Context: an optimization exercise on an open-source flow, tuned for small area, a short achievable clock period and few clock cycles per item. The choices shown serve that exercise and are no tape-out recipe. The RTL was checked by simulation tests, not by an equivalence proof against the original design.

==> wip/garnet: inputs <==
==> flow/design.v <==
`default_nettype none
module admin_fifo #(
    parameter int WIDTH = 8,
    parameter int DEPTH = 8
) (
    input  wire logic             clk,
    input  wire logic             rst_n,
    input  wire logic             push,
    input  wire logic [WIDTH-1:0] wr_data,
    input  wire logic             pop,
    output logic      [WIDTH-1:0] rd_data,
    output logic                  can_push,
    output logic                  can_pop
);
    localparam int CW = $clog2(DEPTH + 1);
    logic [WIDTH-1:0] mem [DEPTH];
    logic [DEPTH-1:0] wr_oh;
    logic [DEPTH-1:0] rd_oh;
    logic [CW-1:0]    count;
    logic [CW-1:0]    count_nx;
    logic             nfull;
    logic             nempty;
    always_comb begin
        count_nx = count;
        if (push && !pop) count_nx = count + 1'b1;
        if (!push && pop) count_nx = count - 1'b1;
    end
    always_ff @(posedge clk) begin
        if (!rst_n) begin
            wr_oh  <= DEPTH'(1);
            rd_oh  <= DEPTH'(1);
            count  <= '0;
            nfull  <= 1'b1;
            nempty <= 1'b0;
        end else begin
            if (push) wr_oh <= {wr_oh[DEPTH-2:0], wr_oh[DEPTH-1]};
            if (pop)  rd_oh <= {rd_oh[DEPTH-2:0], rd_oh[DEPTH-1]};
            count  <= count_nx;
            nfull  <= (count_nx != CW'(DEPTH));
            nempty <= (count_nx != '0);
        end
    end
    for (genvar e = 0; e < DEPTH; e++) begin : g_ent
        always_ff @(posedge clk) begin
            if (nfull && wr_oh[e]) mem[e] <= wr_data;
        end
    end
    always_comb begin
        rd_data = '0;
        for (int e = 0; e < DEPTH; e++) begin
            rd_data = rd_data | (mem[e] & {WIDTH{rd_oh[e]}});
        end
    end
    assign can_push = nfull;
    assign can_pop  = nempty;
endmodule
`default_nettype wire
`default_nettype none
module rq_ingress #(
    parameter int FE_CH = 4,
    parameter int MW    = 63
) (
    input  wire logic [FE_CH*MW-1:0] fe_rq,
    output logic      [FE_CH-1:0]    fe_rq_ready,
    input  wire logic                can_push,
    output logic                     push,
    output logic      [MW-2:0]       wr_data
);
    localparam int FE_IDX = $clog2(FE_CH);
    logic [FE_CH-1:0]  vld;
    logic [FE_CH-1:0]  grant;
    logic [FE_IDX-1:0] sel;
    logic [MW-2:0]     pay;
    always_comb begin
        for (int i = 0; i < FE_CH; i++) vld[i] = fe_rq[i*MW + MW-1];
        grant = vld & ~(vld - 1'b1);
    end
    always_comb begin
        pay = '0;
        sel = '0;
        for (int i = 0; i < FE_CH; i++) begin
            pay = pay | (fe_rq[i*MW +: MW-1] & {(MW-1){grant[i]}});
            sel = sel | (FE_IDX'(i) & {FE_IDX{grant[i]}});
        end
    end
    assign wr_data     = {pay[MW-2:FE_IDX], sel};
    assign push        = can_push && (vld != '0);
    assign fe_rq_ready = grant & {FE_CH{can_push}};
endmodule
`default_nettype wire
`default_nettype none
module rq_egress #(
    parameter int BE_CH = 2,
    parameter int MW    = 63
) (
    input  wire logic                can_pop,
    output logic                     pop,
    input  wire logic [MW-2:0]       rd_data,
    output logic      [BE_CH*MW-1:0] be_rq,
    input  wire logic [BE_CH-1:0]    be_rq_ready
);
    logic [BE_CH-1:0] grant;
    assign grant = be_rq_ready & ~(be_rq_ready - 1'b1);
    assign pop   = can_pop && (be_rq_ready != '0);
    always_comb begin
        for (int b = 0; b < BE_CH; b++) begin
            be_rq[b*MW +: MW] = {can_pop && grant[b], rd_data};
        end
    end
endmodule
`default_nettype wire
`default_nettype none
module cp_ingress #(
    parameter int BE_CH  = 2,
    parameter int MW     = 57,
    parameter int ID_W   = 12,
    parameter int BE_IDX = (BE_CH > 1) ? $clog2(BE_CH) : 1
) (
    input  wire logic [BE_CH*MW-1:0]     be_cp,
    output logic      [BE_CH-1:0]        be_cp_ready,
    input  wire logic                    can_push,
    output logic                         push,
    output logic [MW-1-ID_W+BE_IDX-1:0]  wr_data
);
    localparam int PW = MW - 1 - ID_W;    
    logic [BE_CH-1:0]  vld;
    logic [BE_CH-1:0]  grant;
    logic [BE_IDX-1:0] sel;
    logic [PW-1:0]     pay;
    always_comb begin
        for (int i = 0; i < BE_CH; i++) vld[i] = be_cp[i*MW + MW-1];
        grant = vld & ~(vld - 1'b1);
    end
    always_comb begin
        pay = be_cp[(BE_CH-1)*MW + ID_W +: PW];
        sel = BE_IDX'(BE_CH-1);
        for (int i = BE_CH-2; i >= 0; i--) begin
            if (vld[i]) begin
                pay = be_cp[i*MW + ID_W +: PW];
                sel = BE_IDX'(i);
            end
        end
    end
    assign wr_data     = {pay, sel};
    assign push        = can_push && (vld != '0);
    assign be_cp_ready = grant & {BE_CH{can_push}};
endmodule
`default_nettype wire
`default_nettype none
module cp_egress #(
    parameter int FE_CH  = 4,
    parameter int MW     = 57,
    parameter int ID_W   = 12,
    parameter int BE_IDX = 1
) (
    input  wire logic                        can_pop,
    output logic                             pop,
    input  wire logic [MW-1-ID_W+BE_IDX-1:0] rd_data,
    output logic      [FE_CH*MW-1:0]         fe_cp,
    input  wire logic [FE_CH-1:0]            fe_cp_ready
);
    localparam int FE_IDX = $clog2(FE_CH);
    logic [FE_IDX-1:0] target;
    logic [FE_CH-1:0]  hit;
    assign target = rd_data[BE_IDX +: FE_IDX];
    always_comb begin
        for (int h = 0; h < FE_CH; h++) begin
            hit[h] = can_pop && (target == FE_IDX'(h)) && fe_cp_ready[h];
            fe_cp[h*MW +: MW] = {hit[h], rd_data[MW-2+BE_IDX-ID_W:BE_IDX],
                                 ID_W'(rd_data[BE_IDX-1:0])};
        end
    end
    assign pop = hit != '0;
endmodule
`default_nettype wire
`default_nettype none
module nvme_admin (
    input  wire logic         clk,
    input  wire logic         rst_n,
    input  wire logic [251:0] fe_rq,
    output logic      [3:0]   fe_rq_ready,
    output logic      [227:0] fe_cp,
    input  wire logic [3:0]   fe_cp_ready,
    output logic      [125:0] be_rq,
    input  wire logic [1:0]   be_rq_ready,
    input  wire logic [113:0] be_cp,
    output logic      [1:0]   be_cp_ready
);
    localparam int FE_CH      = 4;
    localparam int BE_CH      = 2;
    localparam int RQ_W       = 63;
    localparam int CP_W       = 57;
    localparam int ID_W       = 12;
    localparam int FIFO_DEPTH = 8;
    localparam int BE_IDX     = 1;
    localparam int RQ_SW      = RQ_W - 1;
    localparam int CP_SW      = CP_W - 1 - ID_W + BE_IDX;
    logic             rq_push, rq_pop, rq_can_push, rq_can_pop;
    logic [RQ_SW-1:0] rq_wr_data, rq_rd_data;
    logic             cp_push, cp_pop, cp_can_push, cp_can_pop;
    logic [CP_SW-1:0] cp_wr_data, cp_rd_data;
    rq_ingress #(
        .FE_CH (FE_CH),
        .MW    (RQ_W)
    ) rq_ingress_inst (
        .fe_rq       (fe_rq),
        .fe_rq_ready (fe_rq_ready),
        .can_push    (rq_can_push),
        .push        (rq_push),
        .wr_data     (rq_wr_data)
    );
    admin_fifo #(
        .WIDTH (RQ_SW),
        .DEPTH (FIFO_DEPTH)
    ) rq_fifo_inst (
        .clk      (clk),
        .rst_n    (rst_n),
        .push     (rq_push),
        .wr_data  (rq_wr_data),
        .pop      (rq_pop),
        .rd_data  (rq_rd_data),
        .can_push (rq_can_push),
        .can_pop  (rq_can_pop)
    );
    rq_egress #(
        .BE_CH (BE_CH),
        .MW    (RQ_W)
    ) rq_egress_inst (
        .can_pop     (rq_can_pop),
        .pop         (rq_pop),
        .rd_data     (rq_rd_data),
        .be_rq       (be_rq),
        .be_rq_ready (be_rq_ready)
    );
    cp_ingress #(
        .BE_CH  (BE_CH),
        .MW     (CP_W),
        .ID_W   (ID_W),
        .BE_IDX (BE_IDX)
    ) cp_ingress_inst (
        .be_cp       (be_cp),
        .be_cp_ready (be_cp_ready),
        .can_push    (cp_can_push),
        .push        (cp_push),
        .wr_data     (cp_wr_data)
    );
    admin_fifo #(
        .WIDTH (CP_SW),
        .DEPTH (FIFO_DEPTH)
    ) cp_fifo_inst (
        .clk      (clk),
        .rst_n    (rst_n),
        .push     (cp_push),
        .wr_data  (cp_wr_data),
        .pop      (cp_pop),
        .rd_data  (cp_rd_data),
        .can_push (cp_can_push),
        .can_pop  (cp_can_pop)
    );
    cp_egress #(
        .FE_CH  (FE_CH),
        .MW     (CP_W),
        .ID_W   (ID_W),
        .BE_IDX (BE_IDX)
    ) cp_egress_inst (
        .can_pop     (cp_can_pop),
        .pop         (cp_pop),
        .rd_data     (cp_rd_data),
        .fe_cp       (fe_cp),
        .fe_cp_ready (fe_cp_ready)
    );
endmodule
`default_nettype wire
==> flow/run.sh <==
#!/bin/bash
# synth_recipe.tcl (not shown) runs the flow's synth.tcl, then flattens the netlist and writes it again
# the make line also repeats each setting of config.mk as NAME=value (left out here)
make -C /OpenROAD-flow-scripts/flow DESIGN_CONFIG=/design/flow/config.mk WORK_HOME=/design/flow/orfs CLKGATE_MAP_FILE= SYNTH_SCRIPT=/design/flow/synth_recipe.tcl finish
==> flow/config.mk <==
export PLATFORM = sky130hd
export DESIGN_NAME = nvme_admin
export DESIGN_NICKNAME = nvme_admin
export VERILOG_FILES = /design/flow/design.v
export SDC_FILE = /design/flow/constraint.sdc
export NUM_CORES = 4
export LEC_CHECK = 0
export CAP_MARGIN = 20
export CORE_MARGIN = 2
export CORE_UTILIZATION = 40
export SLEW_MARGIN = 20
==> flow/constraint.sdc <==
create_clock -name core_clock -period 5.0 [get_ports {clk}]
set_input_delay 1.0000 -clock core_clock [delete_from_list [all_inputs] [get_ports {clk}]]
set_output_delay 1.0000 -clock core_clock [all_outputs]
set_load 0.01 [all_outputs]
==> inputs of wip/maple, as changes to wip/garnet <==
--- a/flow/config.mk
+++ b/flow/config.mk
@@ -10,2 +10,3 @@
 export CORE_UTILIZATION = 40
+export SETUP_SLACK_MARGIN = 2.5
 export SLEW_MARGIN = 20
==> results.tsv <==
metric	value	unit
fin_nets	3439	
drt-initial-drc-count	2300	
status	complete, no violations	
fmax	316	MHz
cts_buffers	93	
reg2reg_depth	12	
powerDensity	412	nW/um^2
[end of results for wip/maple]
==> results.tsv <==
metric	value	unit
fin_nets	3083	
fmax	245	MHz
status	complete, no violations	
reg2reg_depth	8	
powerDensity	439	nW/um^2
[end of results for wip/garnet]
Testbench counts of wip/garnet, summed over its fixed seeds: cycles 2,060, items 3,072.
Testbench counts of wip/maple, summed over its fixed seeds: cycles 2,060, items 3,072.

## static timing again, ports no longer ideal
The flow's constraints put no driver on any port. The routed layouts listed below were extracted and timed again, unchanged, in two steps.
Step 1 sets driving cells, clkbuf_16 on the clock port and buf_2 on the other inputs (assumed; they add their load-dependent delay and slew).
Step 2 moves the port delays by t, midway between the first and last clock arrival at a register: inputs arrive t later, outputs are due t later. That takes back most of the time a late clock gives input paths.
Slacks: ideal / step 1 / step 2; pairs: ideal / step 1.
run	t, ns	setup WS [ns]	hold WS [ns]	worst register clock-pin slew, ns
wip/garnet	0.691	0.920 / 0.850 / 1.174	0.465 / 0.465 / 0.465	0.06 / 0.06
wip/maple	0.692	1.839 / 1.776 / 1.641	0.470 / 0.470 / 0.470	0.07 / 0.07
After both steps every run listed still meets setup and hold. The setup slack of wip/maple, which loses most, moves by -0.063 ns with the drivers and by -0.198 ns with both steps.
